From an optimization exercise on the open Yosys and OpenROAD flow, aimed at small area; shortcuts taken in it are not production practice.
In this exercise RTL edits were held to simulation tests only and were not proved equivalent to the original.
Power is estimated from default activity; no workload was simulated.

==> flow/design.v <==
package calsoc_pkg;
	typedef logic [31:0] wb_addr_t;
	typedef logic [31:0] wb_data_t;
	typedef logic [3:0]  wb_sel_t;
	typedef logic [15:0] dac_word_t;
	typedef logic [9:0]  delay_code_t;
	typedef logic [7:0]  mu_offset_t;
	localparam wb_addr_t RAM_BASE = 32'h0000_0000;
	localparam wb_addr_t RAM_MASK = 32'hFF00_0000;
	localparam wb_addr_t MU_BASE  = 32'h0500_0000;
	localparam wb_addr_t MU_MASK  = 32'hFF00_0000;
	localparam int RAM_WORDS = 256;
	localparam int DAC_SPI_CLK_DIV    = 10;
	localparam int DAC_DIV_W          = $clog2(DAC_SPI_CLK_DIV);
	localparam int DAC_SETTLE_CYCLES  = 3;
	localparam int STROBE_HOLD_CYCLES = 5;
	localparam mu_offset_t MU_CTRL       = 8'h00;
	localparam mu_offset_t MU_STATUS     = 8'h04;
	localparam mu_offset_t MU_THR_START  = 8'h08;
	localparam mu_offset_t MU_THR_DELTA  = 8'h0C;
	localparam mu_offset_t MU_STEP_LIMIT = 8'h10;
	localparam mu_offset_t MU_DELAY_CODE = 8'h14;
	localparam mu_offset_t MU_RESULT     = 8'h18;
endpackage
`timescale 1ns/1ps
module dac_spi (
	input  calsoc_pkg::dac_word_t word_i,
	input  logic [3:0]            bit_i,
	output logic                  dac_sdi_o
);
	assign dac_sdi_o = word_i[~bit_i];
endmodule
`timescale 1ns/1ps
module measure_unit (
	input  logic                    wb_clk_i,
	input  logic                    rst_n_i,
	input  logic                    cmp_out_i,
	input  logic                    bus_cyc,
	input  logic                    bus_stb,
	input  logic                    bus_we,
	input  calsoc_pkg::wb_addr_t    bus_adr,
	input  calsoc_pkg::wb_data_t    bus_dat_w,
	input  calsoc_pkg::wb_sel_t     bus_sel,
	output calsoc_pkg::wb_data_t    bus_dat_r,
	output logic                    bus_ack,
	output logic                    dac_sync_o,
	output logic                    dac_sclk_o,
	output logic                    dac_sdi_o,
	output calsoc_pkg::delay_code_t delay_code_o,
	output logic                    delay_stb_o
);
	calsoc_pkg::dac_word_t   thr_start_q, thr_delta_q, thr_q, result_q;
	logic [15:0]             limit_q, step_q;
	calsoc_pkg::delay_code_t delay_code_q;
	logic                    found_q, done_q, ack_q;
	logic                    shift_q, post_q, strobed_q;
	logic [3:0]              cnt_q;
	logic [4:0]              hp_q;
	logic [2:0]              rsel_q, stat_q;
	logic                    access, bus_wr, start_req, busy, last_step;
	calsoc_pkg::mu_offset_t  offset;
	assign offset    = bus_adr[7:0];
	assign access    = bus_cyc && bus_stb && !ack_q;
	assign bus_wr    = access && bus_we;
	assign start_req = bus_wr && (offset == calsoc_pkg::MU_CTRL) && bus_dat_w[0];
	assign busy      = shift_q || post_q;
	always_ff @(posedge wb_clk_i or negedge rst_n_i) begin
		if (!rst_n_i) begin
			thr_start_q  <= '0;
			thr_delta_q  <= '0;
			limit_q      <= '0;
			delay_code_q <= '0;
			ack_q        <= 1'b0;
		end else begin
			ack_q <= access;
			if (bus_wr) begin
				case (offset)
					calsoc_pkg::MU_THR_START:  thr_start_q  <= bus_dat_w[15:0];
					calsoc_pkg::MU_THR_DELTA:  thr_delta_q  <= bus_dat_w[15:0];
					calsoc_pkg::MU_STEP_LIMIT: limit_q      <= bus_dat_w[15:0];
					calsoc_pkg::MU_DELAY_CODE: delay_code_q <= bus_dat_w[9:0];
					default: ;
				endcase
			end
		end
	end
	always_ff @(posedge wb_clk_i) begin
		case (offset)
			calsoc_pkg::MU_THR_START:  rsel_q <= 3'd1;
			calsoc_pkg::MU_THR_DELTA:  rsel_q <= 3'd2;
			calsoc_pkg::MU_STEP_LIMIT: rsel_q <= 3'd3;
			calsoc_pkg::MU_DELAY_CODE: rsel_q <= 3'd4;
			calsoc_pkg::MU_RESULT:     rsel_q <= 3'd5;
			default:                   rsel_q <= 3'd0;
		endcase
		stat_q <= (offset == calsoc_pkg::MU_STATUS) ? {done_q, found_q, busy} : 3'd0;
	end
	always_comb begin
		case (rsel_q)
			3'd1:    bus_dat_r = {16'd0, thr_start_q};
			3'd2:    bus_dat_r = {16'd0, thr_delta_q};
			3'd3:    bus_dat_r = {16'd0, limit_q};
			3'd4:    bus_dat_r = {22'd0, delay_code_q};
			3'd5:    bus_dat_r = {16'd0, result_q};
			default: bus_dat_r = '0;
		endcase
		bus_dat_r[2:0] = bus_dat_r[2:0] | stat_q;
	end
	assign bus_ack = ack_q;
	assign last_step = (step_q == limit_q);
	always_ff @(posedge wb_clk_i or negedge rst_n_i) begin
		if (!rst_n_i) begin
			shift_q   <= 1'b0;
			post_q    <= 1'b0;
			hp_q      <= '0;
			found_q   <= 1'b0;
			done_q    <= 1'b0;
			strobed_q <= 1'b0;
			result_q  <= '0;
		end else begin
			strobed_q <= post_q && (cnt_q == 4'd8);
			if (strobed_q)
				result_q <= thr_q;
			if (shift_q) begin
				if (cnt_q == 4'd9) begin
					hp_q <= hp_q + 5'd1;
					if (hp_q == 5'd31) begin
						shift_q <= 1'b0;
						post_q  <= 1'b1;
					end
				end
			end else if (post_q) begin
				if (cnt_q == 4'd8 && cmp_out_i) begin
					found_q <= 1'b1;
					done_q  <= 1'b1;
					post_q  <= 1'b0;
				end
				if (cnt_q == 4'd9 && last_step) begin
					done_q <= 1'b1;
					post_q <= 1'b0;
				end
				if (cnt_q == 4'd10) begin
					post_q  <= 1'b0;
					shift_q <= 1'b1;
				end
			end else if (start_req) begin
				found_q <= 1'b0;
				done_q  <= (limit_q == '0);
				post_q  <= (limit_q != '0);
			end
		end
	end
	always_ff @(posedge wb_clk_i) begin
		if (!busy) begin
			cnt_q  <= 4'd10;
			thr_q  <= thr_start_q;
			step_q <= 16'd1;
		end else if ((shift_q && cnt_q == 4'd9) || cnt_q == 4'd10) begin
			cnt_q <= 4'd0;
		end else begin
			cnt_q <= cnt_q + 4'd1;
			if (post_q && cnt_q == 4'd9) begin
				thr_q  <= thr_q + thr_delta_q;
				step_q <= step_q + 16'd1;
			end
		end
	end
	assign dac_sync_o   = !shift_q;
	assign dac_sclk_o   = hp_q[0];
	assign delay_stb_o  = post_q && (cnt_q >= 4'd4) && (cnt_q <= 4'd8);
	assign delay_code_o = delay_code_q;
	dac_spi u_dac_spi (
		.word_i    (thr_q),
		.bit_i     (hp_q[4:1]),
		.dac_sdi_o (dac_sdi_o)
	);
endmodule
==> flow/config.mk <==
export PLATFORM = sky130hd
export DESIGN_NAME = measure_unit
export DESIGN_NICKNAME = measure_unit
export VERILOG_FILES = /design/flow/design.v
export SDC_FILE = /design/flow/constraint.sdc
export NUM_CORES = 4
export LEC_CHECK = 0
export CAP_MARGIN = 20
export CORE_MARGIN = 2
export CORE_UTILIZATION = 40
export SLEW_MARGIN = 20
==> flow/constraint.sdc <==
create_clock -name core_clock -period 10.0 [get_ports {wb_clk_i}]
set_input_delay 2.0000 -clock core_clock [delete_from_list [all_inputs] [get_ports {wb_clk_i}]]
set_output_delay 2.0000 -clock core_clock [all_outputs]
set_load 0.01 [all_outputs]
run.sh (not shown) runs the stock make flow with config.mk's settings and CLKGATE_MAP_FILE= SYNTH_SCRIPT=/design/flow/synth_recipe.tcl, a recipe that flattens the netlist after the stock synthesis.
Rerun with:
Settings changed: CTS_BUF_LIST set to sky130_fd_sc_hd__clkbuf_8, CTS_CLUSTER_DIAMETER set to 60, CTS_CLUSTER_SIZE set to 30.
What happened: Hold slack is better by 4.4 ps; final cell count does not change; utilization drops by 1.1 points; routed wire length drops by 0.86%; global-route usage drops by 0.15 points; maximum frequency stays flat; clock power drops by 30%; worst setup slack is better by 13 ps; final area drops by 2.4%; die area is unchanged.

## afterwards: timing with drivers on the ports
How much do the figures lean on ideal ports? The routed layouts below were timed once more, with nothing changed but the port constraints.
Step 1 assumes that a clkbuf_16 drives the clock port and a buf_2 every other input.
Step 2 also shifts input and output timing later by t, the mid clock arrival at the registers, as if the neighbouring blocks saw the same clock.
a / b / c = ideal / step 1 / step 2; a / b = the first two.
| run | shift t [ns] | setup slack, ns | worst hold slack (ns) | worst setup path at the end | worst data-port slew with drivers (ns) |
|---|---|---|---|---|---|
| the first run | 0.460 | 4.996 / 4.954 / 5.414 | 0.492 / 0.492 / 0.492 | register to output | 0.04 |
| the second run | 0.479 | 5.009 / 4.971 / 5.450 | 0.497 / 0.497 / 0.497 | register to output | 0.04 |
After both steps every run listed still meets setup and hold.
